This design comes from an exercise in tuning for small area, a short achievable clock period and few clock cycles per item on the open sky130 flow, not from production work. Only simulation tests tie the RTL to the original design; equivalence was not proved. Power is estimated from default activity; no workload was simulated.

==> design.v <==
`timescale 1ns / 1ps
package hno_pkg;
    localparam logic [15:0] RADIUS_RESET = 16'd256;
    localparam logic [15:0] SQRT3_HALF_Q16 = 16'd56756;
endpackage
`timescale 1ns / 1ps
module hno_ram (
    input  logic       i_clk,
    input  logic       i_clr,
    input  logic       i_on_a,
    input  logic [9:0] i_addr_a,
    input  logic       i_on_b,
    input  logic [9:0] i_addr_b,
    output logic       o_free_a,
    output logic       o_free_b
);
    logic [1023:0] r_map;
    logic          r_wva, r_wvb;
    logic [9:0]    r_wa, r_wb;
    logic          w_ma, w_mb;
    assign w_ma = r_map[i_addr_a] || (r_wva && r_wa == i_addr_a) || (r_wvb && r_wb == i_addr_a);
    assign w_mb = r_map[i_addr_b] || (r_wva && r_wa == i_addr_b) || (r_wvb && r_wb == i_addr_b);
    assign o_free_a = i_on_a && !w_ma;
    assign o_free_b = i_on_b && !w_mb && !(o_free_a && (i_addr_a == i_addr_b));
    always_ff @(posedge i_clk) begin
        if (i_clr) begin
            r_map <= '0;
            r_wva <= 1'b0;
            r_wvb <= 1'b0;
        end else begin
            if (r_wva) r_map[r_wa] <= 1'b1;
            if (r_wvb) r_map[r_wb] <= 1'b1;
            r_wva <= o_free_a;
            r_wvb <= o_free_b;
        end
        r_wa <= i_addr_a;
        r_wb <= i_addr_b;
    end
endmodule
`timescale 1ns / 1ps
`timescale 1ns / 1ps
module hno_mul (
    input  logic               i_clk,
    input  logic [8:0]         i_neg,      
    input  logic [8:0]         i_one,
    input  logic [8:0]         i_two,
    input  logic signed [22:0] i_b,
    input  logic [40:0]        i_c,        
    output logic [40:0]        o_p
);
    logic [8:0]         w_neg, w_one, w_two;
    logic [24:0]        w_row [9];     
    logic [40:0]        w_sh  [9];
    assign w_neg = i_neg;
    assign w_one = i_one;
    assign w_two = i_two;
    logic [24:0]        w_mag [9];
    logic [24:0]        w_r   [9];
    for (genvar i = 0; i < 9; i++) begin : g_pp
        assign w_mag[i] = w_one[i] ? 25'(i_b) : (w_two[i] ? (25'(i_b) <<< 1) : 25'd0);
        assign w_r[i]   = w_neg[i] ? ~w_mag[i] : w_mag[i];
        assign w_row[i] = {~w_r[i][24], w_r[i][23:0]};
        if (i == 0) begin : g_sh0
            assign w_sh[i] = 41'(w_row[i]);
        end else begin : g_shi
            assign w_sh[i] = (41'(w_row[i]) << (2*i)) | (41'(w_neg[i-1]) << (2*i-2));
        end
    end
    function automatic logic [81:0] f_csa(input logic [40:0] x, input logic [40:0] y,
                                          input logic [40:0] z);
        logic [40:0] s, c;
        s = x ^ y ^ z;
        c = ((x & y) | (x & z) | (y & z)) << 1;
        f_csa = {c, s};
    endfunction
    logic [40:0] w_l1 [7];
    logic [40:0] w_l2 [5];
    logic [40:0] w_l3 [4];
    logic [40:0] w_l4 [3];
    logic [40:0] w_l5 [2];
    assign {w_l1[1], w_l1[0]} = f_csa(w_sh[0], w_sh[1], w_sh[2]);
    assign {w_l1[3], w_l1[2]} = f_csa(w_sh[3], w_sh[4], w_sh[5]);
    assign {w_l1[5], w_l1[4]} = f_csa(w_sh[6], w_sh[7], w_sh[8]);
    assign w_l1[6] = i_c;
    assign {w_l2[1], w_l2[0]} = f_csa(w_l1[0], w_l1[1], w_l1[2]);
    assign {w_l2[3], w_l2[2]} = f_csa(w_l1[3], w_l1[4], w_l1[5]);
    assign w_l2[4] = w_l1[6];
    assign {w_l3[1], w_l3[0]} = f_csa(w_l2[0], w_l2[1], w_l2[2]);
    assign w_l3[2] = w_l2[3];
    assign w_l3[3] = w_l2[4];
    assign {w_l4[1], w_l4[0]} = f_csa(w_l3[0], w_l3[1], w_l3[2]);
    assign w_l4[2] = w_l3[3];
    assign {w_l5[1], w_l5[0]} = f_csa(w_l4[0], w_l4[1], w_l4[2]);
    logic [40:0] r_s0, r_s1;
    always_ff @(posedge i_clk) begin
        r_s0 <= w_l5[0];
        r_s1 <= w_l5[1];
    end
    assign o_p = r_s0 + r_s1;
endmodule
module hno_booth (
    input  logic [15:0] i_a,
    output logic [8:0]  o_neg,
    output logic [8:0]  o_one,
    output logic [8:0]  o_two
);
    logic [17:0] w_a;
    assign w_a = {2'b00, i_a};
    for (genvar i = 0; i < 9; i++) begin : g_dig
        logic a2, a1, a0;
        assign a2 = w_a[2*i+1];
        assign a1 = w_a[2*i];
        if (i == 0) begin : g_lsb
            assign a0 = 1'b0;
        end else begin : g_mid
            assign a0 = w_a[2*i-1];
        end
        assign o_neg[i] = a2 && !(a1 && a0);
        assign o_one[i] = a1 ^ a0;
        assign o_two[i] = (a2 && !a1 && !a0) || (!a2 && a1 && a0);
    end
endmodule
`timescale 1ns / 1ps
module hex_neighbour_order
#(
    parameter int GRID_SIDE = 32
) (
    input  logic        i_clk,
    input  logic        i_rst_n,
    input  logic        i_cfg_we,
    input  logic [15:0] i_cfg_wdata,    
    input  logic        i_s_tvalid,
    output logic        o_s_tready,
    input  logic [39:0] i_s_tdata,      
    output logic        o_m_tvalid,
    input  logic        i_m_tready,
    output logic [47:0] o_m_tdata,      
    output logic        o_m_tlast,
    output logic [0:0]  o_m_tuser       
);
    localparam int QD = 4;
    localparam logic [40:0] KB = 41'h0AAAB000000;
    localparam logic [2:0] T_NONE = 3'd0;
    localparam logic [2:0] T_S    = 3'd1;
    localparam logic [2:0] T_K    = 3'd2;
    localparam logic [2:0] T_M    = 3'd3;
    localparam logic [2:0] T_PK   = 3'd4;
    localparam logic [2:0] T_NK   = 3'd5;
    function automatic logic signed [19:0] f_sat(input logic signed [21:0] v);
        if (v > 22'sd524287) begin
            f_sat = 20'sh7FFFF;
        end else if (v < -22'sd524288) begin
            f_sat = 20'sh80000;
        end else begin
            f_sat = v[19:0];
        end
    endfunction
    logic r_rst;
    always_ff @(posedge i_clk) begin
        r_rst <= !i_rst_n;
    end
    logic [15:0]        r_radius;
    logic [15:0]        r_h;          
    logic [15:0]        r_s;          
    logic [40:0]        r_knc;        
    logic [1:0]         r_cseq;       
    logic [15:0]        w_ma;
    logic signed [22:0] w_mb;
    logic [2:0]         w_mt;
    logic [8:0]         w_bneg, w_bone, w_btwo;
    logic [8:0]         r_bneg, r_bone, r_btwo;
    logic signed [22:0] r_mb;
    logic [2:0]         r_mt, r_mt1, r_mt2;    
    logic [40:0]        w_mc;
    logic [40:0]        w_prod;
    logic signed [37:0] r_p0, r_p1, r_p2;
    always_comb begin
        case (r_mt)
            T_S:        w_mc = KB + 41'd32768;
            T_K:        w_mc = KB + KB;
            T_PK, T_NK: w_mc = r_knc;
            default:    w_mc = KB;
        endcase
    end
    hno_booth u_booth (
        .i_a   (w_ma),
        .o_neg (w_bneg),
        .o_one (w_bone),
        .o_two (w_btwo)
    );
    hno_mul u_mul (
        .i_clk (i_clk),
        .i_neg (r_bneg),
        .i_one (r_bone),
        .i_two (r_btwo),
        .i_b   (r_mb),
        .i_c   (w_mc),
        .o_p   (w_prod)
    );
    logic               r_ag;         
    logic [1:0]         r_ph;         
    logic signed [19:0] r_cx, r_cy;
    logic               r_satp, r_satn;  
    logic [15:0]        r_ap, r_an;   
    logic               r_have;
    logic signed [19:0] r_ox, r_oy;
    logic [2:0]         r_F;          
    logic               w_rdy, w_acc, w_pop;
    logic [19:0]        w_roomp, w_roomn;
    assign w_rdy = !r_rst && (r_cseq == 2'd0) &&
                   (!r_ag || r_ph == 2'd2) && (r_F != 3'(QD));
    assign w_acc = i_s_tvalid && w_rdy;
    assign o_s_tready = w_rdy;
    assign w_roomp = {i_s_tdata[19], ~i_s_tdata[18:0]};     
    assign w_roomn = {~i_s_tdata[19], i_s_tdata[18:0]};     
    assign r_ap = r_satp ? ~r_cx[15:0] : r_s;
    assign r_an = r_satn ? r_cx[15:0] : r_s;
    logic [15:0]        w_oxa, w_oya, w_oxb, w_oyb;
    logic               w_sxa, w_sya, w_sxb, w_syb;    
    logic signed [20:0] w_xa, w_xb;
    logic signed [21:0] w_ya, w_yb;
    logic               r_gv;
    logic [1:0]         r_gph;
    logic signed [20:0] r_xa, r_xb;
    logic signed [21:0] r_ya, r_yb;
    always_comb begin
        case (r_ph)
            2'd0: begin
                w_oxa = '0;   w_sxa = 1'b0;   w_oya = r_radius; w_sya = 1'b0;
                w_oxb = r_ap; w_sxb = 1'b0;   w_oyb = r_h;      w_syb = 1'b0;
            end
            2'd1: begin
                w_oxa = r_ap; w_sxa = 1'b0;   w_oya = r_h;      w_sya = 1'b1;
                w_oxb = '0;   w_sxb = 1'b0;   w_oyb = r_radius; w_syb = 1'b1;
            end
            default: begin
                w_oxa = r_an; w_sxa = 1'b1;   w_oya = r_h;      w_sya = 1'b1;
                w_oxb = r_an; w_sxb = 1'b1;   w_oyb = r_h;      w_syb = 1'b0;
            end
        endcase
    end
    assign w_xa = 21'(r_cx) + $signed({5'd0, w_oxa} ^ {21{w_sxa}}) + 21'(w_sxa);
    assign w_xb = 21'(r_cx) + $signed({5'd0, w_oxb} ^ {21{w_sxb}}) + 21'(w_sxb);
    assign w_ya = 22'(r_cy) + $signed({6'd0, w_oya} ^ {22{w_sya}}) + 22'(w_sya);
    assign w_yb = 22'(r_cy) + $signed({6'd0, w_oyb} ^ {22{w_syb}}) + 22'(w_syb);
    logic signed [26:0] w_va, w_vb;
    logic               w_ona, w_onb;
    logic [9:0]         w_aa, w_ab;
    assign w_va  = 27'(r_xa) + (27'(r_ya) <<< 5);
    assign w_vb  = 27'(r_xb) + (27'(r_yb) <<< 5);
    assign w_ona = (w_va[26:18] == 9'd0) ||
                   ((w_va[26:8] == '1) && (w_va[7:0] != 8'd0));
    assign w_onb = (w_vb[26:18] == 9'd0) ||
                   ((w_vb[26:8] == '1) && (w_vb[7:0] != 8'd0));
    assign w_aa  = w_va[26] ? 10'd0 : w_va[17:8];
    assign w_ab  = w_vb[26] ? 10'd0 : w_vb[17:8];
    logic signed [20:0] w_dy;
    logic signed [20:0] r_dx, r_dy;
    assign w_dy = 21'(r_cy) - 21'(r_oy);
    always_comb begin
        w_mt = T_NONE;
        w_ma = r_radius;
        w_mb = 23'sd56756;
        if (r_cseq == 2'd1) begin
            w_mt = T_S;
        end else if (r_cseq == 2'd2) begin
            w_mt = T_K;
            w_ma = r_radius - r_h;
            w_mb = -$signed({7'd0, r_radius} + {7'd0, r_h});
        end else if (r_ag) begin
            case (r_ph)
                2'd0: begin
                    w_mt = T_M;
                    w_ma = {r_radius[15:1], 1'b0};
                    w_mb = 23'(w_dy);
                end
                2'd1: begin
                    w_mt = T_PK;
                    w_ma = r_ap;
                    w_mb = (23'(r_dx) <<< 1) + $signed({7'd0, r_ap});
                end
                default: begin
                    w_mt = T_NK;
                    w_ma = r_an;
                    w_mb = $signed({7'd0, r_an}) - (23'(r_dx) <<< 1);
                end
            endcase
        end
    end
    logic               r_lv;
    logic [1:0]         r_lph;
    logic [9:0]         r_la, r_lb;
    logic               r_lona, r_lonb;
    logic               w_fa, w_fb;
    logic [3:0]         r_free;
    logic [5:0]         r_free1, r_free2;
    hno_ram u_map (
        .i_clk    (i_clk),
        .i_clr    (r_rst),
        .i_on_a   (r_lv && r_lona),
        .i_addr_a (r_la),
        .i_on_b   (r_lv && r_lonb),
        .i_addr_b (r_lb),
        .o_free_a (w_fa),
        .o_free_b (w_fb)
    );
    logic signed [20:0] r_dq;         
    logic               r_dyneg, r_dyzero;
    logic signed [39:0] r_yp3, r_b2;
    logic signed [39:0] w_m0, w_yp3n, w_b2n;
    logic signed [39:0] w_pk5, w_m5;
    logic signed [39:0] w_nk6, w_pk6, w_m6;
    logic               w_yle0, w_yge0;
    logic [3:0]         r_cp;         
    logic               r_sv0, r_sv1;
    logic               r_yle0, r_yge0;
    logic [5:0][5:0]    c;
    logic [5:0][5:0]    r_c;
    assign w_m0  = 40'(r_p0);
    assign w_yp3n = w_m0 + (w_m0 <<< 1) + (40'(r_dq) <<< 2);
    assign w_b2n  = (w_m0 <<< 1) + (40'(r_dq) <<< 2);
    assign w_pk5 = 40'(r_p0);
    assign w_m5  = 40'(r_p1);
    assign w_nk6 = 40'(r_p0);
    assign w_pk6 = 40'(r_p1);
    assign w_m6  = 40'(r_p2);
    assign w_yle0 = (r_radius == 16'd0) || r_dyneg || r_dyzero;
    assign w_yge0 = (r_radius == 16'd0) || !r_dyneg;
    always_comb begin
        c = '0;
        c[0][1] = r_cp[0];
        c[0][2] = r_cp[1];
        c[1][3] = r_cp[2];
        c[2][3] = r_cp[3];
        c[0][3] = r_yle0;
        c[1][2] = r_yle0;
        c[4][5] = r_yge0;
        c[0][4] = w_nk6 >= r_yp3;
        c[0][5] = w_nk6 >= w_m6;
        c[3][4] = (w_nk6 + w_m6) >= 0;
        c[3][5] = (w_nk6 + r_yp3) >= 0;
        c[1][4] = (w_nk6 - w_pk6 - r_b2) >= 0;
        c[1][5] = w_nk6 >= w_pk6;
        c[2][4] = c[1][5];
        c[2][5] = (w_nk6 - w_pk6 + r_b2) >= 0;
    end
    logic [5:0][5:0]    w_bef;        
    logic [5:0][2:0]    w_rank;
    logic [5:0][2:0]    w_ord;
    logic [2:0]         w_n;
    always_comb begin
        for (int j = 0; j < 6; j++) begin
            for (int k = 0; k < 6; k++) begin
                if (j < k)      w_bef[j][k] = r_c[j][k];
                else if (j > k) w_bef[j][k] = !r_c[k][j];
                else            w_bef[j][k] = 1'b0;
            end
        end
        w_n = '0;
        for (int k = 0; k < 6; k++) begin
            w_n = w_n + 3'(r_free2[k]);
            w_rank[k] = '0;
            for (int j = 0; j < 6; j++) begin
                w_rank[k] = w_rank[k] + 3'(r_free2[j] && w_bef[j][k]);
            end
        end
        w_ord = '0;
        for (int s = 0; s < 6; s++) begin
            for (int k = 0; k < 6; k++) begin
                if (r_free2[k] && w_rank[k] == 3'(s)) w_ord[s] = 3'(k);
            end
        end
    end
    logic signed [19:0] e_cx [QD];
    logic signed [19:0] e_cy [QD];
    logic [5:0][2:0]    e_ord [QD];
    logic [2:0]         e_lslot [QD];   
    logic [QD-1:0]      e_empty;
    logic [QD-1:0]      e_done;
    logic [1:0]         r_wp, r_sp, r_rp;
    logic [2:0]         r_slot;
    logic [2:0]         r_k;            
    logic               r_ov;
    logic [47:0]        r_odata;
    logic               r_olast;
    logic               r_ouser;
    logic               w_load;
    logic               w_empty, w_last;
    logic [1:0]         w_rpn;
    logic [2:0]         w_slotn;
    logic [15:0]        w_oox, w_ooy;
    logic               w_sox, w_soy;
    logic signed [21:0] w_sx, w_sy;
    logic signed [19:0] w_opx, w_opy;
    assign w_load  = (!r_ov || i_m_tready) && e_done[r_rp];
    assign w_empty = e_empty[r_rp];
    assign w_last  = (r_slot == e_lslot[r_rp]);
    assign w_pop   = w_load && w_last;
    logic [1:0]         w_rp1;
    logic [2:0]         w_slot1, w_k0, w_k1;
    logic [5:0][2:0]    w_ord0, w_ord1;
    always_comb begin
        w_rp1   = w_last ? r_rp + 2'd1 : r_rp;
        w_slot1 = w_last ? 3'd0 : r_slot + 3'd1;
        w_ord0  = (r_sv1 && r_sp == r_rp) ? w_ord : e_ord[r_rp];
        w_ord1  = (r_sv1 && r_sp == w_rp1) ? w_ord : e_ord[w_rp1];
        w_k0    = w_ord0[r_slot];
        w_k1    = w_ord1[w_slot1];
        w_rpn   = w_load ? w_rp1 : r_rp;
        w_slotn = w_load ? w_slot1 : r_slot;
    end
    always_comb begin
        case (r_k)
            3'd0:    begin w_oox = '0;  w_sox = 1'b0; w_ooy = r_radius; w_soy = 1'b0; end
            3'd1:    begin w_oox = r_s; w_sox = 1'b0; w_ooy = r_h;      w_soy = 1'b0; end
            3'd2:    begin w_oox = r_s; w_sox = 1'b0; w_ooy = r_h;      w_soy = 1'b1; end
            3'd3:    begin w_oox = '0;  w_sox = 1'b0; w_ooy = r_radius; w_soy = 1'b1; end
            3'd4:    begin w_oox = r_s; w_sox = 1'b1; w_ooy = r_h;      w_soy = 1'b1; end
            default: begin w_oox = r_s; w_sox = 1'b1; w_ooy = r_h;      w_soy = 1'b0; end
        endcase
    end
    assign w_sx  = 22'(e_cx[r_rp]) + $signed({6'd0, w_oox} ^ {22{w_sox}}) + 22'(w_sox);
    assign w_sy  = 22'(e_cy[r_rp]) + $signed({6'd0, w_ooy} ^ {22{w_soy}}) + 22'(w_soy);
    assign w_opx = f_sat(w_sx);
    assign w_opy = f_sat(w_sy);
    always_ff @(posedge i_clk) begin
        if (i_cfg_we) begin
            r_radius <= i_cfg_wdata;
            r_h      <= 16'(({1'b0, i_cfg_wdata} + 17'd1) >> 1);
        end else if (r_rst) begin
            r_radius <= hno_pkg::RADIUS_RESET;
            r_h      <= 16'd128;
        end
        if (i_cfg_we) begin
            r_cseq <= 2'd1;
        end else if (r_rst) begin
            r_cseq <= 2'd0;
        end else if (r_cseq != 2'd0) begin
            r_cseq <= r_cseq + 2'd1;
        end
        r_bneg <= w_bneg;
        r_bone <= w_bone;
        r_btwo <= w_btwo;
        r_mb   <= w_mb;
        r_mt   <= r_rst ? T_NONE : w_mt;
        r_mt1  <= r_rst ? T_NONE : r_mt;
        r_mt2  <= r_rst ? T_NONE : r_mt1;
        if (r_rst) begin
            r_s   <= 16'd222;
            r_knc <= KB - 41'd49152;
        end else begin
            if (r_mt1 == T_S) r_s   <= w_prod[31:16];
            if (r_mt1 == T_K) r_knc <= w_prod;
        end
        r_p0 <= w_prod[37:0];
        r_p1 <= r_p0;
        r_p2 <= r_p1;
        if (r_ag && r_ph == 2'd0) begin
            r_dq     <= r_radius[0] ? w_dy : 21'sd0;
            r_dyneg  <= w_dy < 0;
            r_dyzero <= w_dy == 0;
        end
        r_dx <= 21'(r_cx) - 21'(r_ox);
        if (r_mt2 == T_M) begin
            r_yp3  <= w_yp3n;
            r_b2   <= w_b2n;
            r_yle0 <= w_yle0;
            r_yge0 <= w_yge0;
        end
        r_cp[0] <= w_pk5 >= w_m5;
        r_cp[1] <= w_pk5 >= r_yp3;
        r_cp[2] <= (w_pk5 + r_yp3) <= 0;
        r_cp[3] <= (w_pk5 + w_m5) <= 0;
        if (w_acc) begin
            r_cx <= $signed(i_s_tdata[19:0]);
            r_cy <= $signed(i_s_tdata[39:20]);
            r_satp <= (w_roomp < 20'(r_s));
            r_satn <= (w_roomn < 20'(r_s));
        end
        if (r_rst) begin
            r_have <= 1'b0;
        end else if (w_acc && !r_have) begin
            r_have <= 1'b1;
        end
        if (w_acc && !r_have) begin
            r_ox   <= $signed(i_s_tdata[19:0]);
            r_oy   <= $signed(i_s_tdata[39:20]);
        end
        if (r_rst) begin
            r_ag <= 1'b0;
            r_ph <= 2'd0;
        end else if (w_acc) begin
            r_ag <= 1'b1;
            r_ph <= 2'd0;
        end else if (r_ag) begin
            r_ag <= (r_ph != 2'd2);
            r_ph <= r_ph + 2'd1;
        end
        if (r_rst) begin
            r_F <= '0;
        end else begin
            r_F <= w_pop ? (w_acc ? r_F : r_F - 3'd1) : (w_acc ? r_F + 3'd1 : r_F);
        end
        r_gv  <= r_rst ? 1'b0 : r_ag;
        r_gph <= r_ph;
        r_xa  <= w_xa;
        r_xb  <= w_xb;
        r_ya  <= w_ya;
        r_yb  <= w_yb;
        r_lv   <= r_rst ? 1'b0 : r_gv;
        r_lph  <= r_gph;
        r_la   <= w_aa;
        r_lb   <= w_ab;
        r_lona <= w_ona;
        r_lonb <= w_onb;
        if (r_lv) begin
            case (r_lph)
                2'd0:    r_free[1:0] <= {w_fb, w_fa};
                2'd1:    r_free[3:2] <= {w_fb, w_fa};
                default: r_free1 <= {w_fb, w_fa, r_free};
            endcase
        end
        if (r_rst) begin
            r_sv0 <= 1'b0;
            r_sv1 <= 1'b0;
        end else begin
            r_sv0 <= r_lv && (r_lph == 2'd2);
            r_sv1 <= r_sv0;
        end
        r_c     <= c;
        r_free2 <= r_free1;
        if (w_acc) begin
            e_cx[r_wp] <= $signed(i_s_tdata[19:0]);
            e_cy[r_wp] <= $signed(i_s_tdata[39:20]);
        end
        if (r_sv1) begin
            e_ord[r_sp]   <= w_ord;
            e_lslot[r_sp] <= (w_n == 3'd0) ? 3'd0 : w_n - 3'd1;
        end
        r_k <= w_load ? w_k1 : w_k0;
        if (r_rst) begin
            r_wp    <= '0;
            r_sp    <= '0;
            r_rp    <= '0;
            e_done  <= '0;
            r_slot  <= '0;
        end else begin
            if (w_acc) r_wp <= r_wp + 2'd1;
            if (r_sv1) r_sp <= r_sp + 2'd1;
            for (int q = 0; q < QD; q++) begin
                if (r_sv1 && r_sp == 2'(q)) begin
                    e_done[q]  <= 1'b1;
                    e_empty[q] <= (w_n == 3'd0);
                end else if (w_pop && r_rp == 2'(q)) begin
                    e_done[q] <= 1'b0;
                end
            end
            r_rp   <= w_rpn;
            r_slot <= w_slotn;
        end
        if (r_rst) begin
            r_ov <= 1'b0;
        end else if (w_load) begin
            r_ov <= 1'b1;
        end else if (i_m_tready) begin
            r_ov <= 1'b0;
        end
        if (w_load) begin
            r_odata <= w_empty ? 48'd0 : {5'd0, w_opy, w_opx, r_k};
            r_olast <= w_last;
            r_ouser <= !w_empty;
        end
    end
    assign o_m_tvalid   = r_ov;
    assign o_m_tdata    = r_odata;
    assign o_m_tlast    = r_olast;
    assign o_m_tuser[0] = r_ouser;
endmodule
==> run.sh <==
#!/bin/bash
# synth_recipe.tcl (not shown) runs the flow's synth.tcl, then flattens the netlist and writes it again
# the make line also repeats each setting of config.mk as NAME=value (left out here)
make -C /OpenROAD-flow-scripts/flow DESIGN_CONFIG=/design/flow/config.mk WORK_HOME=/design/flow/orfs CLKGATE_MAP_FILE= SYNTH_SCRIPT=/design/flow/synth_recipe.tcl finish
==> config.mk <==
export PLATFORM = sky130hd
export DESIGN_NAME = hex_neighbour_order
export DESIGN_NICKNAME = hex_neighbour_order
export VERILOG_FILES = /design/flow/design.v
export SDC_FILE = /design/flow/constraint.sdc
export NUM_CORES = 4
export LEC_CHECK = 0
export CAP_MARGIN = 20
export CORE_MARGIN = 2
export CORE_UTILIZATION = 60
export PLACE_DENSITY = 0.7
export SETUP_SLACK_MARGIN = 5
export SLEW_MARGIN = 20
export SYNTH_MEMORY_MAX_BITS = 8192
==> constraint.sdc <==
create_clock -name core_clock -period 12.0 [get_ports {i_clk}]
set_input_delay 2.4000 -clock core_clock [delete_from_list [all_inputs] [get_ports {i_clk}]]
set_output_delay 2.4000 -clock core_clock [all_outputs]
set_load 0.01 [all_outputs]
==> summary.txt, run 1 <==
- Status: complete, no violations
- Max-Cap Viols: 0
- Distinct cell type count after synthesis: 93
- Hpwl dp: 358,000 um
- Min setup slack post-route: 5810 ps
- Routed WL per cell: about 32 um
- Nets: ~14,000
- Placed cells: 15,688
- Hold/Removal Path Class: reg2reg
- P per Cell Area: about 250 nW/um^2
- Final setup fails: 0
- Post-layout min period: between 6000 and 7000 ps
- Clock Path Buffers: 3
- Die height: 472 um
- Final Hold Slack: approximately 310 ps
- Initial antenna violation count: 65
- Syn avg cell area: 9.75 sq um
- Cells after Synth: 13,505
- CTS tree: done
- Final core area utilization: 0.653
- Max FO, Critical Path: 47
- Worst skew pair latency: between 900 and 1000 ps
- Fill count: 17,062
- Peak supply drop: roughly 250 uV
- Syn. warnings: 12
- Core ar.: 218,000 sq um
- Headroom to the max-slew limit: 0.0471
- I/O Buffers: 107
- Top cell type's share of synthesized area: 0.233
- FF+latch area: around 46,000 sq um
- Flops & latches, synth: 2,053
- Die width: 472 um
- Pin count of the biggest net entering global routing: ~230
- GRT Total Usage: 0.443
- Top FF cell, synth: dfxtp_1
- Starting Density: 0.605
- WL final: slightly above 500,000 um
- Post-DRT Antenna Nets: 0
- Total die area: 223,000 sq um
- Total leakage power: roughly 53 nW
- CP Capture Type: output pin
- Final Hold Viols: 0
- Synth area leaders: dfxtp_1 23%, mux4_2 13%, edfxtp_1 12%, ha_1 7.6%, a221oi_1 4.6%
- Detailed Route Iter0 Violations: 19,612
- Number of post-CTS setup repair buffers: 0
- Final Cycle Share: 0.516
- Async S/R FF share, synth: 0
- Clock transition at path regs: roughly 60 ps
- Routability cong.: 1.08
- Post-Synthesis Cell Area: 132,000 sq um
- Max Slew Vio Count: 0
- Clock sinks: 2,053
- Drc violations: 0
- Setup TNS: 0 ps
- Worst Path Required: 9600 ps
- Dpl ws: roughly 6000 ps
- Synth area leader: dfxtp_1
- Core Rows: 171
- Post-synth EDFFs: 520
- IO Pins: 113
- Worst Clk Skew: 102 ps
- Layout cell share with drive strength beyond 1: 0.113
- Pre-Repair DR Iteration Count: 10
- Least-Margin Pin Slew: approximately 1400 ps
- Cts repair resizes: 0
- Seq/Total Area, Yosys: 0.352
- Area grow syn2layout: 8.02%
- Global-route wire length before repair: between 700,000 and 800,000 um
- CP Launch Type: flip-flop
- Critical Path AT: 3790 ps
- Global route overflow: 0
- CTS root buf: clkbuf_16
- # H-tree levels: 4
- Cts hold-fix bufs: 0
- RSZ-0062 raised after global routing: false
- FF-to-FF setup slack: 6200 ps
- Vias in the first global route: ~110k
- Crit Path Class: reg2out
- Multi-input logic area: between 70,000 and 80,000 sq um
- Fin cells: 16,143
- Fmax: 0.161 GHz
- CTS Buf Count: 217
- Post-DR vias/cell: 7.32
- Vias: around 120k
==> cell usage after synthesis (153+ instances only) <==
library cell,n
xor2_1,166
fa_1,257
inv_1,774
nor2_1,1542
a31oi_1,398
nand2_1,733
ha_1,797
nor2b_1,156
a221oi_1,696
a21oi_1,927
nor3_1,169
mux4_2,741
clkbuf_1,810
dfxtp_1,1533
o21ai_0,442
a21o_1,153
nand3_1,502
edfxtp_1,520
xnor2_1,462
==> layout make-up <==
class / count / share of cell area
Sequential cell: 2053 / 0.326
Inverter: 779 / 0.0206
Clock inverter: 125 / 0.0100
Tap cell: 2854 / 0.0251
Multi-Input combinational cell: 9697 / 0.556
Timing Repair Buffer: 312 / 0.0199
Antenna cell: 44 / 0.000774
Clock buffer: 279 / 0.0421
==> sequential cells by signal (all words and copies together) (netlist names), 22 cells and up, named ones only <==
register	flops
u_map.r_map	1024
e_cx	80
e_cy	80
e_ord	72
r_odata	43
r_yp3	40
r_b2	38
r_knc	38
r_p0	38
r_p1	38
r_p2	38
u_mul.r_s0	38
u_mul.r_s1	37
r_mb	23
r_ya	22
r_yb	22
==> power breakdown <==
group	internal, mW	leakage, nW	switching, mW
Clock	3.90	3.58	3.14
Combinational	7.07	31.9	12.5
Sequential	7.98	17.3	0.921
==> path summary, 6_finish.rpt <==
| kind | to | cells after the start | from |
|---|---|---|---|
| setup / recovery | o_s_tready | 5 | r_rst |
| hold reg to reg | r_p2[7] | 0 | r_p1[7] |
| hold / removal | r_p2[7] | 0 | r_p1[7] |
| setup reg to reg | u_map.r_wvb | 11 | r_la[2] |
==> through the flow <==
step / instance area [sq um] / power (mW)
after detailed placement: 134000 / 27.9
after global routing: 142000 / 37.5
after floorplan: 132000 / 21.7
after CTS: 142000 / 34.9
final: 142000 / 35.5
after global placement: 134000 / 27.3
==> per-layer routing <==
| metal | up-vias | global-route usage | wire length, um |
|---|---|---|---|
| met3 | 1906 | 0.197 | 80400 |
| met4 | 45 | 0.232 | 32400 |
| met5 | - | 0.0260 | 1030 |
| li1 | 49131 | - | - |
| met2 | 9287 | 0.613 | 206000 |
| met1 | 57841 | 0.579 | 189000 |
==> critical path, stage by stage (launching register included) <==
cell	delay [ps]
dfxtp_4	540
inv_1	120
buf_4	390
nand3_1	140
a31oi_1	810
clkdlybuf4s50_1	860
==> kinds of logic after synthesis <==
family | synth area share
muxes | 0.139
adders and majority gates | 0.115
and+or+nand+nor | 0.128
AOI/OAI and AO/OA | 0.173
xor gates and xnor gates | 0.0418
other | 0.0000285
DFF | 0.352
buffers and inverters | 0.0514
==> cell usage in the layout (no fill, tap or decap), drive strengths merged, types with 257 or more instances in the layout <==
master     n
nor2    1543
dfxtp   1533
a21oi    928
ha       797
inv      791
mux4     741
nand2    733
a221oi   696
edfxtp   520
nand3    502
xnor2    462
o21ai    452
a31oi    398
clkbuf   279
fa       257
Testbench counts, summed over its fixed seeds: cycles 8,490, items 2,400.
==> run 2: changes to the inputs <==
--- a/config.mk
+++ b/config.mk
@@ -7,8 +7,6 @@
 export LEC_CHECK = 0
 export CAP_MARGIN = 20
 export CORE_MARGIN = 2
-export CORE_UTILIZATION = 60
-export PLACE_DENSITY = 0.7
-export SETUP_SLACK_MARGIN = 5
+export CORE_UTILIZATION = 40
 export SLEW_MARGIN = 20
 export SYNTH_MEMORY_MAX_BITS = 8192
==> run 2 against run 1 <==
  * Still clean
  * Combinational power decreased by 4%
  * Total power decreased by 1.0%
  * Setup slack better by 19 ps
  * Register-to-register slack worse by 380 ps
==> summary.txt, run 2 <==
- Clock Path Buffers: 4
- Design area: 144,000 sq um
- Clock sinks: 2,053
- Final setup fails: 0
- Die height: 578 um
- Most frequent cell after synthesis: nor2_1
- Setup TNS: 0 ps
- Starting Density: 0.402
- Number of post-CTS setup repair buffers: 0
- Vias: 112,597
- Synth area leaders: dfxtp_1 23%, mux4_2 13%, edfxtp_1 12%, ha_1 7.6%, a221oi_1 4.6%
- Commonest non-fill, non-tap cell in the layout: dfxtp_1
- Regs by FF count: u_map.r_map: 1024 flops, e_cx: 80 flops, e_cy: 80 flops
- Commonest cells post-synth: 1,542 x nor2_1, 1,533 x dfxtp_1, 927 x a21oi_1, 810 x clkbuf_1, 797 x ha_1
- Worst skew pair latency: 980 ps
- Hpwl dp: between 300,000 and 400,000 um
- CTS tree: done
- Distinct cell type count after synthesis: 93
- Final Cycle Share: 0.515
- PnR Total Power: between 30 and 40 mW
- Drc violations: 0
- Core ar.: ~330,000 sq um
- Max FO, Critical Path: 46
- Max Slew Vio Count: 0
- Post-layout min period: 6180 ps
- Pin count of the biggest net entering global routing: 219
- Synth area leader: dfxtp_1
- Fin cells: 17,624
- Post-DRT Antenna Nets: 0
- RSZ-0062 raised after global routing: false
- Final Hold Slack: about 320 ps
- Critical Path AT: 6970 ps
- Dpl cell area: about 140,000 sq um
- Global-route wire length before repair: 725,000 um
- Status: complete, no violations
- Post-DR vias/cell: 6.39
- Global route overflow: 0
- Largest register FFs: 1,024
- CTS root buf: clkbuf_16
- Fmax: ~0.16 GHz
- CTS Buf Count: between 200 and 250
- Detailed Route Iter0 Violations: 14,566
- Post-synth EDFFs: 520
- GRT Total Usage: 0.288
- Cells after Synth: around 14,000
- Max-Cap Viols: 0
- Initial antenna violation count: 26
- Crit Path Class: reg2reg
- Async S/R FF share, synth: 0
- Routability cong.: 1.01
- Most frequent cells in the layout: 1,519 x dfxtp_1, 1,498 x nor2_1, 925 x a21oi_1, 795 x ha_1, 771 x inv_1
- Cts hold-fix bufs: 0
- Top FF cell, synth: dfxtp_1
- Worst Clk Skew: 111 ps
- Register name with the most flops: u_map.r_map
- Vias in the first global route: 105,835
- Layout cell share with drive strength beyond 1: 0.114
- Post-Synthesis Cell Area: 132,000 sq um
- CP Launch Type: flip-flop
- Area grow syn2layout: 9.72%
- Flops & latches, synth: 2,053
- Hold/Removal Path Class: reg2reg
- CP Capture Type: flip-flop
- Peak supply drop: 308 uV
- IO Pins: 113
- Syn. warnings: 12
- Total die area: 334,000 sq um
- Seq/Total Area, Yosys: 0.352
- Clock transition at path regs: about 60 ps
- Least-Margin Pin Slew: 1350 ps
- Nets: 14,184
- Top cell type's share of synthesized area: 0.233
- WL final: 495,000 um
- Routed WL per cell: around 28 um
- Headroom to the max-slew limit: 0.0992
- Syn avg cell area: about 9.7 sq um
- # H-tree levels: 4
- FF-to-FF setup slack: 5820 ps
- Placed cells: 17,182
- Final Hold Viols: 0
- Cts repair resizes: 0
- P per Cell Area: around 240 nW/um^2
- Core Rows: 210
- Pre-Repair DR Iteration Count: 6
- Worst Path Required: around 13,000 ps
- Total leakage power: 53.0 nW
- Die width: 578 um
- I/O Buffers: 107
-- run 2: cell counts after synthesis --
No cell type changed its count.
-- run 2: metrics by stage --
stage	utilization	worst slack [ps]
3_3_place_gp	0.416	6210
6_report	0.441	5820
4_1_cts	0.441	6130
3_5_place_dp	0.416	6230
5_1_grt	0.441	5890
2_1_floorplan	-	6600
-- run 2: worst paths after layout --
path,start,end,cells after the start
worst max register to register,r_la[1],u_map.r_wvb,13
worst min register to register,r_gph[0],r_lph[0],0
worst min-delay path,r_gph[0],r_lph[0],0
worst max-delay path,r_la[1],u_map.r_wvb,13
-- run 2: area by class of cell --
cell class                      instances  area [sq um]
Fill cell                           31283        183000
Multi-Input combinational cell       9697         79000
Sequential cell                      2053         46300
Clock buffer                          326          6770
Tap cell                             4346          5440
Inverter                              779          2920
Timing Repair Buffer                  310          2780
Clock inverter                        101          1160
Antenna cell                           12          30.0
-- run 2: report_power, final --
group	leakage [nW]	internal, mW	switching (mW)
combinational	31.9	6.93	11.9
clock	3.90	4.38	3.11
sequential	17.3	7.99	0.820
total	53.0	19.3	15.8
-- run 2: critical path, stage by stage (launching register included) --
cell and delay [ps]:
dfxtp_4 740, buf_4 920, buf_4 900, mux4_2 420
mux4_2 490, mux2_2 310, nand2_1 130, o21ai_0 360
mux4_2 590, mux2i_1 180, nand3b_1 130, nand2_1 410
a21oi_2 150, and2_1 190
-- run 2: cell families (layout without fill, tap and decap cells) --
family	after synthesis	count (layout)	synth area share
simple gates	3714	3714	0.128
compound gates	3397	3397	0.173
flops	2053	2053	0.352
buf+inv	1759	1516	0.0514
fa+ha+maj	1054	1054	0.115
mux	899	899	0.139
xor+xnor	628	628	0.0418
other cells	1	17	0.0000285
-- run 2: per-layer routing --
| layer | up-vias | global-route usage | routed length (um) | part of all wire |
|---|---|---|---|---|
| li1 | 49137 | - | - | - |
| met4 | 24 | 0.175 | 35300 | 0.071 |
| met1 | 55434 | 0.374 | 193000 | 0.39 |
| met3 | 1403 | 0.0779 | 54500 | 0.11 |
| met5 | - | 0 | 156 | 0.00032 |
| met2 | 6599 | 0.428 | 212000 | 0.43 |
==> run 3: changes to the inputs <==
--- a/design.v
+++ b/design.v
@@ -5,33 +5,56 @@
 endpackage
 `timescale 1ns / 1ps
 module hno_ram (
-    input  logic       i_clk,
-    input  logic       i_clr,
-    input  logic       i_on_a,
-    input  logic [9:0] i_addr_a,
-    input  logic       i_on_b,
-    input  logic [9:0] i_addr_b,
-    output logic       o_free_a,
-    output logic       o_free_b
+    input  logic        i_clk,
+    input  logic        i_clr,
+    input  logic        i_on_a,
+    input  logic [9:0]  i_addr_a,
+    input  logic [31:0] i_row_a,      
+    input  logic        i_on_b,
+    input  logic [9:0]  i_addr_b,
+    input  logic [31:0] i_row_b,      
+    output logic        o_free_a,
+    output logic        o_free_b
 );
-    logic [1023:0] r_map;
-    logic          r_wva, r_wvb;
-    logic [9:0]    r_wa, r_wb;
-    logic          w_ma, w_mb;
-    assign w_ma = r_map[i_addr_a] || (r_wva && r_wa == i_addr_a) || (r_wvb && r_wb == i_addr_a);
-    assign w_mb = r_map[i_addr_b] || (r_wva && r_wa == i_addr_b) || (r_wvb && r_wb == i_addr_b);
+    logic [31:0][31:0] r_map;         
+    logic              r_wva, r_wvb;
+    logic [9:0]        r_wa, r_wb;
+    logic [31:0]       r_wra, r_wrb;  
+    logic [31:0]       w_wca, w_wcb;
+    logic [31:0]       w_cola, w_colb;
+    logic              w_ma, w_mb;
+    always_comb begin
+        for (int c = 0; c < 32; c++) begin
+            w_cola[c] = 1'b0;
+            w_colb[c] = 1'b0;
+            for (int r = 0; r < 32; r++) begin
+                w_cola[c] = w_cola[c] | (r_map[r][c] & i_row_a[r]);
+                w_colb[c] = w_colb[c] | (r_map[r][c] & i_row_b[r]);
+            end
+            w_wca[c] = (r_wa[4:0] == 5'(c));
+            w_wcb[c] = (r_wb[4:0] == 5'(c));
+        end
+    end
+    assign w_ma = w_cola[i_addr_a[4:0]] || (r_wva && r_wa == i_addr_a) || (r_wvb && r_wb == i_addr_a);
+    assign w_mb = w_colb[i_addr_b[4:0]] || (r_wva && r_wa == i_addr_b) || (r_wvb && r_wb == i_addr_b);
     assign o_free_a = i_on_a && !w_ma;
     assign o_free_b = i_on_b && !w_mb && !(o_free_a && (i_addr_a == i_addr_b));
     always_ff @(posedge i_clk) begin
+        for (int r = 0; r < 32; r++) begin
+            for (int c = 0; c < 32; c++) begin
+                r_map[r][c] <= !i_clr && (r_map[r][c] || (r_wra[r] && w_wca[c]) || (r_wrb[r] && w_wcb[c]));
+            end
+        end
         if (i_clr) begin
-            r_map <= '0;
             r_wva <= 1'b0;
             r_wvb <= 1'b0;
+            r_wra <= '0;
+            r_wrb <= '0;
         end else begin
-            if (r_wva) r_map[r_wa] <= 1'b1;
-            if (r_wvb) r_map[r_wb] <= 1'b1;
             r_wva <= o_free_a;
             r_wvb <= o_free_b;
+            r_wra <= o_free_a ? i_row_a : 32'd0;
+            r_wrb <= o_free_b ? i_row_b : 32'd0;
         end
         r_wa <= i_addr_a;
         r_wb <= i_addr_b;
@@ -138,7 +161,7 @@
     output logic        o_m_tlast,
     output logic [0:0]  o_m_tuser       
 );
-    localparam int QD = 4;
+    localparam int QD = 5;
     localparam logic [40:0] KB = 41'h0AAAB000000;
     localparam logic [2:0] T_NONE = 3'd0;
     localparam logic [2:0] T_S    = 3'd1;
@@ -146,6 +169,9 @@
     localparam logic [2:0] T_M    = 3'd3;
     localparam logic [2:0] T_PK   = 3'd4;
     localparam logic [2:0] T_NK   = 3'd5;
+    function automatic logic [2:0] f_inc(input logic [2:0] p);
+        f_inc = (p == 3'(QD - 1)) ? 3'd0 : p + 3'd1;
+    endfunction
     function automatic logic signed [19:0] f_sat(input logic signed [21:0] v);
         if (v > 22'sd524287) begin
             f_sat = 20'sh7FFFF;
@@ -199,6 +225,7 @@
     );
     logic               r_ag;         
     logic [1:0]         r_ph;         
+    logic [2:0]         r_phs;        
     logic signed [19:0] r_cx, r_cy;
     logic               r_satp, r_satn;  
     logic [15:0]        r_ap, r_an;   
@@ -224,20 +251,14 @@
     logic signed [20:0] r_xa, r_xb;
     logic signed [21:0] r_ya, r_yb;
     always_comb begin
-        case (r_ph)
-            2'd0: begin
-                w_oxa = '0;   w_sxa = 1'b0;   w_oya = r_radius; w_sya = 1'b0;
-                w_oxb = r_ap; w_sxb = 1'b0;   w_oyb = r_h;      w_syb = 1'b0;
-            end
-            2'd1: begin
-                w_oxa = r_ap; w_sxa = 1'b0;   w_oya = r_h;      w_sya = 1'b1;
-                w_oxb = '0;   w_sxb = 1'b0;   w_oyb = r_radius; w_syb = 1'b1;
-            end
-            default: begin
-                w_oxa = r_an; w_sxa = 1'b1;   w_oya = r_h;      w_sya = 1'b1;
-                w_oxb = r_an; w_sxb = 1'b1;   w_oyb = r_h;      w_syb = 1'b0;
-            end
-        endcase
+        w_oxa = ({16{r_phs[1]}} & r_ap) | ({16{r_phs[2]}} & r_an);
+        w_sxa = r_phs[2];
+        w_oya = r_phs[0] ? r_radius : r_h;
+        w_sya = !r_phs[0];
+        w_oxb = ({16{r_phs[0]}} & r_ap) | ({16{r_phs[2]}} & r_an);
+        w_sxb = r_phs[2];
+        w_oyb = r_phs[1] ? r_radius : r_h;
+        w_syb = r_phs[1];
     end
     assign w_xa = 21'(r_cx) + $signed({5'd0, w_oxa} ^ {21{w_sxa}}) + 21'(w_sxa);
     assign w_xb = 21'(r_cx) + $signed({5'd0, w_oxb} ^ {21{w_sxb}}) + 21'(w_sxb);
@@ -267,40 +288,37 @@
             w_mt = T_K;
             w_ma = r_radius - r_h;
             w_mb = -$signed({7'd0, r_radius} + {7'd0, r_h});
-        end else if (r_ag) begin
-            case (r_ph)
-                2'd0: begin
-                    w_mt = T_M;
-                    w_ma = {r_radius[15:1], 1'b0};
-                    w_mb = 23'(w_dy);
-                end
-                2'd1: begin
-                    w_mt = T_PK;
-                    w_ma = r_ap;
-                    w_mb = (23'(r_dx) <<< 1) + $signed({7'd0, r_ap});
-                end
-                default: begin
-                    w_mt = T_NK;
-                    w_ma = r_an;
-                    w_mb = $signed({7'd0, r_an}) - (23'(r_dx) <<< 1);
-                end
-            endcase
+        end else if (r_phs[0]) begin
+            w_mt = T_M;
+            w_ma = {r_radius[15:1], 1'b0};
+            w_mb = 23'(w_dy);
+        end else if (r_phs[1]) begin
+            w_mt = T_PK;
+            w_ma = r_ap;
+            w_mb = (23'(r_dx) <<< 1) + $signed({7'd0, r_ap});
+        end else if (r_phs[2]) begin
+            w_mt = T_NK;
+            w_ma = r_an;
+            w_mb = $signed({7'd0, r_an}) - (23'(r_dx) <<< 1);
         end
     end
     logic               r_lv;
     logic [1:0]         r_lph;
     logic [9:0]         r_la, r_lb;
+    logic [31:0]        r_lra, r_lrb;     
     logic               r_lona, r_lonb;
     logic               w_fa, w_fb;
     logic [3:0]         r_free;
-    logic [5:0]         r_free1, r_free2;
+    logic [5:0]         r_free1;
     hno_ram u_map (
         .i_clk    (i_clk),
         .i_clr    (r_rst),
         .i_on_a   (r_lv && r_lona),
         .i_addr_a (r_la),
+        .i_row_a  (r_lra),
         .i_on_b   (r_lv && r_lonb),
         .i_addr_b (r_lb),
+        .i_row_b  (r_lrb),
         .o_free_a (w_fa),
         .o_free_b (w_fb)
     );
@@ -312,7 +330,9 @@
     logic signed [39:0] w_nk6, w_pk6, w_m6;
     logic               w_yle0, w_yge0;
     logic [3:0]         r_cp;         
-    logic               r_sv0, r_sv1;
+    logic [7:0]         r_cq;         
+    logic signed [39:0] r_e;          
+    logic               r_sv0, r_sv1, r_sv2;
     logic               r_yle0, r_yge0;
     logic [5:0][5:0]    c;
     logic [5:0][5:0]    r_c;
@@ -328,21 +348,21 @@
     assign w_yge0 = (r_radius == 16'd0) || !r_dyneg;
     always_comb begin
         c = '0;
-        c[0][1] = r_cp[0];
-        c[0][2] = r_cp[1];
-        c[1][3] = r_cp[2];
-        c[2][3] = r_cp[3];
+        c[0][1] = r_cq[0];
+        c[0][2] = r_cq[1];
+        c[1][3] = r_cq[2];
+        c[2][3] = r_cq[3];
+        c[0][4] = r_cq[4];
+        c[0][5] = r_cq[5];
+        c[3][4] = r_cq[6];
+        c[3][5] = r_cq[7];
         c[0][3] = r_yle0;
         c[1][2] = r_yle0;
         c[4][5] = r_yge0;
-        c[0][4] = w_nk6 >= r_yp3;
-        c[0][5] = w_nk6 >= w_m6;
-        c[3][4] = (w_nk6 + w_m6) >= 0;
-        c[3][5] = (w_nk6 + r_yp3) >= 0;
-        c[1][4] = (w_nk6 - w_pk6 - r_b2) >= 0;
-        c[1][5] = w_nk6 >= w_pk6;
+        c[1][4] = r_e >= r_b2;
+        c[1][5] = r_e >= 0;
         c[2][4] = c[1][5];
-        c[2][5] = (w_nk6 - w_pk6 + r_b2) >= 0;
+        c[2][5] = (r_e + r_b2) >= 0;
     end
     logic [5:0][5:0]    w_bef;        
     logic [5:0][2:0]    w_rank;
@@ -358,16 +378,16 @@
         end
         w_n = '0;
         for (int k = 0; k < 6; k++) begin
-            w_n = w_n + 3'(r_free2[k]);
+            w_n = w_n + 3'(r_free1[k]);
             w_rank[k] = '0;
             for (int j = 0; j < 6; j++) begin
-                w_rank[k] = w_rank[k] + 3'(r_free2[j] && w_bef[j][k]);
+                w_rank[k] = w_rank[k] + 3'(r_free1[j] && w_bef[j][k]);
             end
         end
         w_ord = '0;
         for (int s = 0; s < 6; s++) begin
             for (int k = 0; k < 6; k++) begin
-                if (r_free2[k] && w_rank[k] == 3'(s)) w_ord[s] = 3'(k);
+                if (r_free1[k] && w_rank[k] == 3'(s)) w_ord[s] = 3'(k);
             end
         end
     end
@@ -377,7 +397,7 @@
     logic [2:0]         e_lslot [QD];   
     logic [QD-1:0]      e_empty;
     logic [QD-1:0]      e_done;
-    logic [1:0]         r_wp, r_sp, r_rp;
+    logic [2:0]         r_wp, r_sp, r_rp;
     logic [2:0]         r_slot;
     logic [2:0]         r_k;            
     logic               r_ov;
@@ -386,7 +406,7 @@
     logic               r_ouser;
     logic               w_load;
     logic               w_empty, w_last;
-    logic [1:0]         w_rpn;
+    logic [2:0]         w_rpn;
     logic [2:0]         w_slotn;
     logic [15:0]        w_oox, w_ooy;
     logic               w_sox, w_soy;
@@ -396,31 +416,50 @@
     assign w_empty = e_empty[r_rp];
     assign w_last  = (r_slot == e_lslot[r_rp]);
     assign w_pop   = w_load && w_last;
-    logic [1:0]         w_rp1;
+    logic [2:0]         w_rp1;
     logic [2:0]         w_slot1, w_k0, w_k1;
     logic [5:0][2:0]    w_ord0, w_ord1;
     always_comb begin
-        w_rp1   = w_last ? r_rp + 2'd1 : r_rp;
+        w_rp1   = w_last ? f_inc(r_rp) : r_rp;
         w_slot1 = w_last ? 3'd0 : r_slot + 3'd1;
-        w_ord0  = (r_sv1 && r_sp == r_rp) ? w_ord : e_ord[r_rp];
-        w_ord1  = (r_sv1 && r_sp == w_rp1) ? w_ord : e_ord[w_rp1];
+        w_ord0  = (r_sv2 && r_sp == r_rp) ? w_ord : e_ord[r_rp];
+        w_ord1  = (r_sv2 && r_sp == w_rp1) ? w_ord : e_ord[w_rp1];
         w_k0    = w_ord0[r_slot];
         w_k1    = w_ord1[w_slot1];
         w_rpn   = w_load ? w_rp1 : r_rp;
         w_slotn = w_load ? w_slot1 : r_slot;
     end
-    always_comb begin
-        case (r_k)
-            3'd0:    begin w_oox = '0;  w_sox = 1'b0; w_ooy = r_radius; w_soy = 1'b0; end
-            3'd1:    begin w_oox = r_s; w_sox = 1'b0; w_ooy = r_h;      w_soy = 1'b0; end
-            3'd2:    begin w_oox = r_s; w_sox = 1'b0; w_ooy = r_h;      w_soy = 1'b1; end
-            3'd3:    begin w_oox = '0;  w_sox = 1'b0; w_ooy = r_radius; w_soy = 1'b1; end
-            3'd4:    begin w_oox = r_s; w_sox = 1'b1; w_ooy = r_h;      w_soy = 1'b1; end
-            default: begin w_oox = r_s; w_sox = 1'b1; w_ooy = r_h;      w_soy = 1'b0; end
+    function automatic logic [33:0] f_off(input logic [2:0] k, input logic [15:0] r,
+                                          input logic [15:0] s, input logic [15:0] h);
+        case (k)
+            3'd0:    f_off = {16'd0, 1'b0, r, 1'b0};
+            3'd1:    f_off = {s,     1'b0, h, 1'b0};
+            3'd2:    f_off = {s,     1'b0, h, 1'b1};
+            3'd3:    f_off = {16'd0, 1'b0, r, 1'b1};
+            3'd4:    f_off = {s,     1'b1, h, 1'b1};
+            default: f_off = {s,     1'b1, h, 1'b0};
         endcase
-    end
-    assign w_sx  = 22'(e_cx[r_rp]) + $signed({6'd0, w_oox} ^ {22{w_sox}}) + 22'(w_sox);
-    assign w_sy  = 22'(e_cy[r_rp]) + $signed({6'd0, w_ooy} ^ {22{w_soy}}) + 22'(w_soy);
+    endfunction
+    logic [33:0]        r_ooff;         
+    logic signed [19:0] r_hcx, r_hcy;   
+    logic signed [19:0] w_hx0, w_hy0, w_hx1, w_hy1;
+    always_comb begin
+        w_hx0 = e_cx[r_rp];
+        w_hy0 = e_cy[r_rp];
+        if (w_acc && r_wp == r_rp) begin
+            w_hx0 = $signed(i_s_tdata[19:0]);
+            w_hy0 = $signed(i_s_tdata[39:20]);
+        end
+        w_hx1 = e_cx[w_rp1];
+        w_hy1 = e_cy[w_rp1];
+        if (w_acc && r_wp == w_rp1) begin
+            w_hx1 = $signed(i_s_tdata[19:0]);
+            w_hy1 = $signed(i_s_tdata[39:20]);
+        end
+    end
+    assign {w_oox, w_sox, w_ooy, w_soy} = r_ooff;
+    assign w_sx  = 22'(r_hcx) + $signed({6'd0, w_oox} ^ {22{w_sox}}) + 22'(w_sox);
+    assign w_sy  = 22'(r_hcy) + $signed({6'd0, w_ooy} ^ {22{w_soy}}) + 22'(w_soy);
     assign w_opx = f_sat(w_sx);
     assign w_opy = f_sat(w_sy);
     always_ff @(posedge i_clk) begin
@@ -455,7 +494,7 @@
         r_p0 <= w_prod[37:0];
         r_p1 <= r_p0;
         r_p2 <= r_p1;
-        if (r_ag && r_ph == 2'd0) begin
+        if (r_phs[0]) begin
             r_dq     <= r_radius[0] ? w_dy : 21'sd0;
             r_dyneg  <= w_dy < 0;
             r_dyzero <= w_dy == 0;
@@ -471,6 +510,8 @@
         r_cp[1] <= w_pk5 >= r_yp3;
         r_cp[2] <= (w_pk5 + r_yp3) <= 0;
         r_cp[3] <= (w_pk5 + w_m5) <= 0;
+        r_cq <= {(w_nk6 + r_yp3) >= 0, (w_nk6 + w_m6) >= 0, w_nk6 >= w_m6, w_nk6 >= r_yp3, r_cp};
+        r_e  <= w_nk6 - w_pk6;
         if (w_acc) begin
             r_cx <= $signed(i_s_tdata[19:0]);
             r_cy <= $signed(i_s_tdata[39:20]);
@@ -487,6 +528,13 @@
             r_oy   <= $signed(i_s_tdata[39:20]);
         end
         if (r_rst) begin
+            r_phs <= 3'b000;
+        end else if (w_acc) begin
+            r_phs <= 3'b001;
+        end else begin
+            r_phs <= {r_phs[1:0], 1'b0};
+        end
+        if (r_rst) begin
             r_ag <= 1'b0;
             r_ph <= 2'd0;
         end else if (w_acc) begin
@@ -511,6 +559,8 @@
         r_lph  <= r_gph;
         r_la   <= w_aa;
         r_lb   <= w_ab;
+        r_lra  <= 32'd1 << w_aa[9:5];
+        r_lrb  <= 32'd1 << w_ab[9:5];
         r_lona <= w_ona;
         r_lonb <= w_onb;
         if (r_lv) begin
@@ -523,21 +573,25 @@
         if (r_rst) begin
             r_sv0 <= 1'b0;
             r_sv1 <= 1'b0;
+            r_sv2 <= 1'b0;
         end else begin
             r_sv0 <= r_lv && (r_lph == 2'd2);
             r_sv1 <= r_sv0;
+            r_sv2 <= r_sv1;
         end
         r_c     <= c;
-        r_free2 <= r_free1;
         if (w_acc) begin
             e_cx[r_wp] <= $signed(i_s_tdata[19:0]);
             e_cy[r_wp] <= $signed(i_s_tdata[39:20]);
         end
-        if (r_sv1) begin
+        if (r_sv2) begin
             e_ord[r_sp]   <= w_ord;
             e_lslot[r_sp] <= (w_n == 3'd0) ? 3'd0 : w_n - 3'd1;
         end
-        r_k <= w_load ? w_k1 : w_k0;
+        r_k    <= w_load ? w_k1 : w_k0;
+        r_hcx  <= w_load ? w_hx1 : w_hx0;
+        r_hcy  <= w_load ? w_hy1 : w_hy0;
+        r_ooff <= w_load ? f_off(w_k1, r_radius, r_s, r_h) : f_off(w_k0, r_radius, r_s, r_h);
         if (r_rst) begin
             r_wp    <= '0;
             r_sp    <= '0;
@@ -545,13 +599,13 @@
             e_done  <= '0;
             r_slot  <= '0;
         end else begin
-            if (w_acc) r_wp <= r_wp + 2'd1;
-            if (r_sv1) r_sp <= r_sp + 2'd1;
+            if (w_acc) r_wp <= f_inc(r_wp);
+            if (r_sv2) r_sp <= f_inc(r_sp);
             for (int q = 0; q < QD; q++) begin
-                if (r_sv1 && r_sp == 2'(q)) begin
+                if (r_sv2 && r_sp == 3'(q)) begin
                     e_done[q]  <= 1'b1;
                     e_empty[q] <= (w_n == 3'd0);
-                end else if (w_pop && r_rp == 2'(q)) begin
+                end else if (w_pop && r_rp == 3'(q)) begin
                     e_done[q] <= 1'b0;
                 end
             end
==> run 3 against run 2 <==
  * Count of clock-buffer cells in the layout up 53
  * Total power rose by 2.1%
  * Sequential share of layout area is 4.2 points higher
  * Critical endpoint is now r_ooff[2]
  * Final cell count is 3.6% higher
  * Synthesized cell count increased by 3.7%
  * Cell area is 1.9% higher
  * Critical path depth increased by 1
==> summary.txt, run 3 <==
- Status: complete, no violations
- Global route overflow: 0
- Most frequent cells in the layout: 1,700 x nor2_1, 1,647 x dfxtp_1, 1,262 x a221oi_1, 788 x ha_1, 774 x inv_1
- Max FO, Critical Path: 51
- Crit Path Class: reg2reg
- Initial antenna violation count: between 50 and 60
- Clock Path Buffers: 4
- CP Launch Type: flip-flop
- Pin count of the biggest net entering global routing: about 190
- Post-DR vias/cell: between 6 and 7
- Dpl ws: between 5000 and 6000 ps
- Post-DRT Antenna Nets: 0
- Cts repair resizes: 0
- Flops & latches, synth: 2,367
- Seq/Total Area, Yosys: 0.401
- Least-Margin Pin Slew: 1370 ps
- Core ar.: 330,000 sq um
- Detailed Route Iter0 Violations: 24,952
- Clock transition at path regs: 60 ps
- Die width: 580 um
- WL final: slightly below 600,000 um
- Commonest non-fill, non-tap cell in the layout: nor2_1
- Peak supply drop: 377 uV
- Critical Path AT: 7450 ps
- FF-to-FF setup slack: 5290 ps
- Max Slew Vio Count: 0
- Worst Path Required: 12,730 ps
- Headroom to the max-slew limit: 0.0866
- Final setup fails: 0
- Starting Density: 0.401
- Vias in the first global route: 113,941
- Drc violations: 0
- RSZ-0062 raised after global routing: false
- Setup TNS: 0 ps
- Number of post-CTS setup repair buffers: 0
- Hpwl dp: 352,000 um
- Cells after Synth: around 14,000
- Routability cong.: 0.998
- Layout cell share with drive strength beyond 1: 0.0860
- I/O Buffers: 107
- Total leakage power: 56.1 nW
- Most frequent cell after synthesis: dfxtp_1
- Register name with the most flops: u_map.r_map
- Post-layout min period: 6710 ps
- PnR Total Power: around 36 mW
- Max-Cap Viols: 0
- CTS Buf Count: 267
- Area grow syn2layout: 11.0%
- Synth area leader: dfxtp_1
- Post-Synthesis Cell Area: 133,000 sq um
- Worst skew pair latency: 910 ps
- # H-tree levels: 5
- Syn avg cell area: 9.47 sq um
- Die height: 580 um
- Fmax: 0.149 GHz
- Pre-Repair DR Iteration Count: 15
- Global-route wire length before repair: 824,000 um
- Commonest cells post-synth: 1,785 x dfxtp_1, 1,769 x nor2_1, 1,262 x a221oi_1, 1,010 x clkbuf_1, 788 x ha_1
- Core Rows: 211
- Routed WL per cell: 32.1 um
- Clock sinks: 2,367
- Final Hold Viols: 0
- IO Pins: roughly 110
- Nets: 14,724
- GRT Total Usage: 0.332
- Cts hold-fix bufs: 0
- Top FF cell, synth: dfxtp_1
- Synth area leaders: dfxtp_1 27%, edfxtp_1 13%, a221oi_1 8.3%, ha_1 7.4%, nor2_1 5.0%
- Syn. warnings: 12
- Worst Clk Skew: roughly 72 ps
- Final Cycle Share: 0.560
- CP Capture Type: flip-flop
- P per Cell Area: 244 nW/um^2
- Hold/Removal Path Class: reg2reg
- Final core area utilization: 0.446
- Largest register FFs: 1,024
- Final Hold Slack: 328 ps
- Post-synth EDFFs: 582
- CTS root buf: clkbuf_16
- Async S/R FF share, synth: 0
- CTS tree: done
- Distinct cell type count after synthesis: 95
- Total die area: 336,000 sq um
- Vias: 125,176
- Min setup slack post-route: 5290 ps
- Regs by FF count: u_map.r_map: 1024 flops, e_cx: 100 flops, e_cy: 100 flops
- Top cell type's share of synthesized area: 0.269
==> run 3: cell types whose count changed in the layout (fill, tap and decap cells not counted), sizes merged, moves of 227 or more <==
| cell | before | now |
|---|---|---|
| nand3 | 502 | 202 |
| a31oi | 398 | 53 |
| dfxtp | 1533 | 1785 |
| nor2 | 1543 | 1770 |
| mux4 | 741 | 116 |
| a21oi | 928 | 592 |
| a22oi | 150 | 702 |
| a221oi | 696 | 1262 |
==> run 3: stage by stage <==
stage | instance area [sq um] | cells
final | 147000 | 18257
after detailed placement | 138000 | 17716
after global routing | 147000 | 18193
after floorplan | 133000 | 14011
after CTS | 147000 | 18187
after global placement | 138000 | 17716
==> run 3: critical path, cell delays in order (launching register included) <==
cell	delay (ps)
dfxtp_4	490
buf_4	770
mux2i_1	330
xnor2_1	120
o221ai_1	720
nand4_1	540
nand2_4	400
buf_4	790
mux4_2	620
a211oi_1	180
o32ai_1	220
or2_1	310
a21oi_4	410
nor2_4	250
mux2_1	360
==> run 3: layout make-up <==
cell class	count	area, sq um
Fill cell	31390	183000
Multi-Input combinational cell	9770	72600
Sequential cell	2367	53400
Clock buffer	379	7840
Tap cell	4366	5460
Timing Repair Buffer	434	3550
Inverter	779	2920
Clock inverter	92	1150
Antenna cell	70	175
==> run 3: worst paths after layout <==
check / startpoint / end / depth (start not counted)
worst max-delay path: flip-flop / r_ooff[2] / 14
worst min-delay path: r_gph[1] / r_lph[1] / 0
worst max register to register: flip-flop / r_ooff[2] / 14
worst min register to register: r_gph[1] / r_lph[1] / 0
==> run 3: metal layers <==
layer  wire [um]  track usage  part of all wire  up-vias
li1            -            -                 -    51290
met3       90400        0.156              0.15     3453
met1      225000        0.430              0.38    59847
met4       46100        0.180             0.079       50
met5         869       0.0194            0.0015        -
met2      223000        0.449              0.38    10536
==> run 3: kinds of logic after synthesis <==
kind of cell | Yosys count | synth area share
muxes | 319 | 0.0352
buffers and inverters | 1874 | 0.0535
DFF | 2367 | 0.401
xor gates and xnor gates | 661 | 0.0437
other | 1 | 0.0000283
AOI/OAI and AO/OA | 4011 | 0.225
adders and majority gates | 1044 | 0.113
and+or+nand+nor | 3730 | 0.128
==> run 3: where the power goes <==
group	leakage (nW)	internal [mW]	switching [mW]
registers	20.0	9.28	1.07
clock network	4.42	5.05	3.57
logic	31.8	6.35	10.5
total	56.1	20.7	15.2
Testbench counts of run 3, summed over its fixed seeds: cycles 8,240, items 2,400.

## afterwards: timing with drivers on the ports
No port has a modelled driver above. Below, the same layouts with a new extraction and two added sets of constraints.
Step 1 sets driving cells, clkbuf_16 on the clock port and buf_2 on the other inputs (assumed; they add their load-dependent delay and slew).
Step 2 also shifts input and output timing later by t, the mid clock arrival at the registers, as if the neighbouring blocks saw the same clock.
Slacks: no drivers / after step 1 / after step 2; pairs: no drivers / after step 1.
| run | t, ns | setup WS [ns] | worst hold slack (ns) | latest minus earliest clock arrival (ns) | slew at the worst register clock pin (ns) |
|---|---|---|---|---|---|
| run 1 | 0.978 | 5.806 / 5.710 / 6.205 | 0.313 / 0.313 / 0.313 | 0.113 / 0.113 | 0.07 / 0.07 |
| run 2 | 1.018 | 5.825 / 5.825 / 5.825 | 0.320 / 0.320 / 0.320 | 0.121 / 0.122 | 0.07 / 0.07 |
| run 3 | 0.967 | 5.285 / 5.285 / 5.285 | 0.328 / 0.328 / 0.328 | 0.085 / 0.084 | 0.07 / 0.07 |
After both steps setup and hold are still met in every run listed.
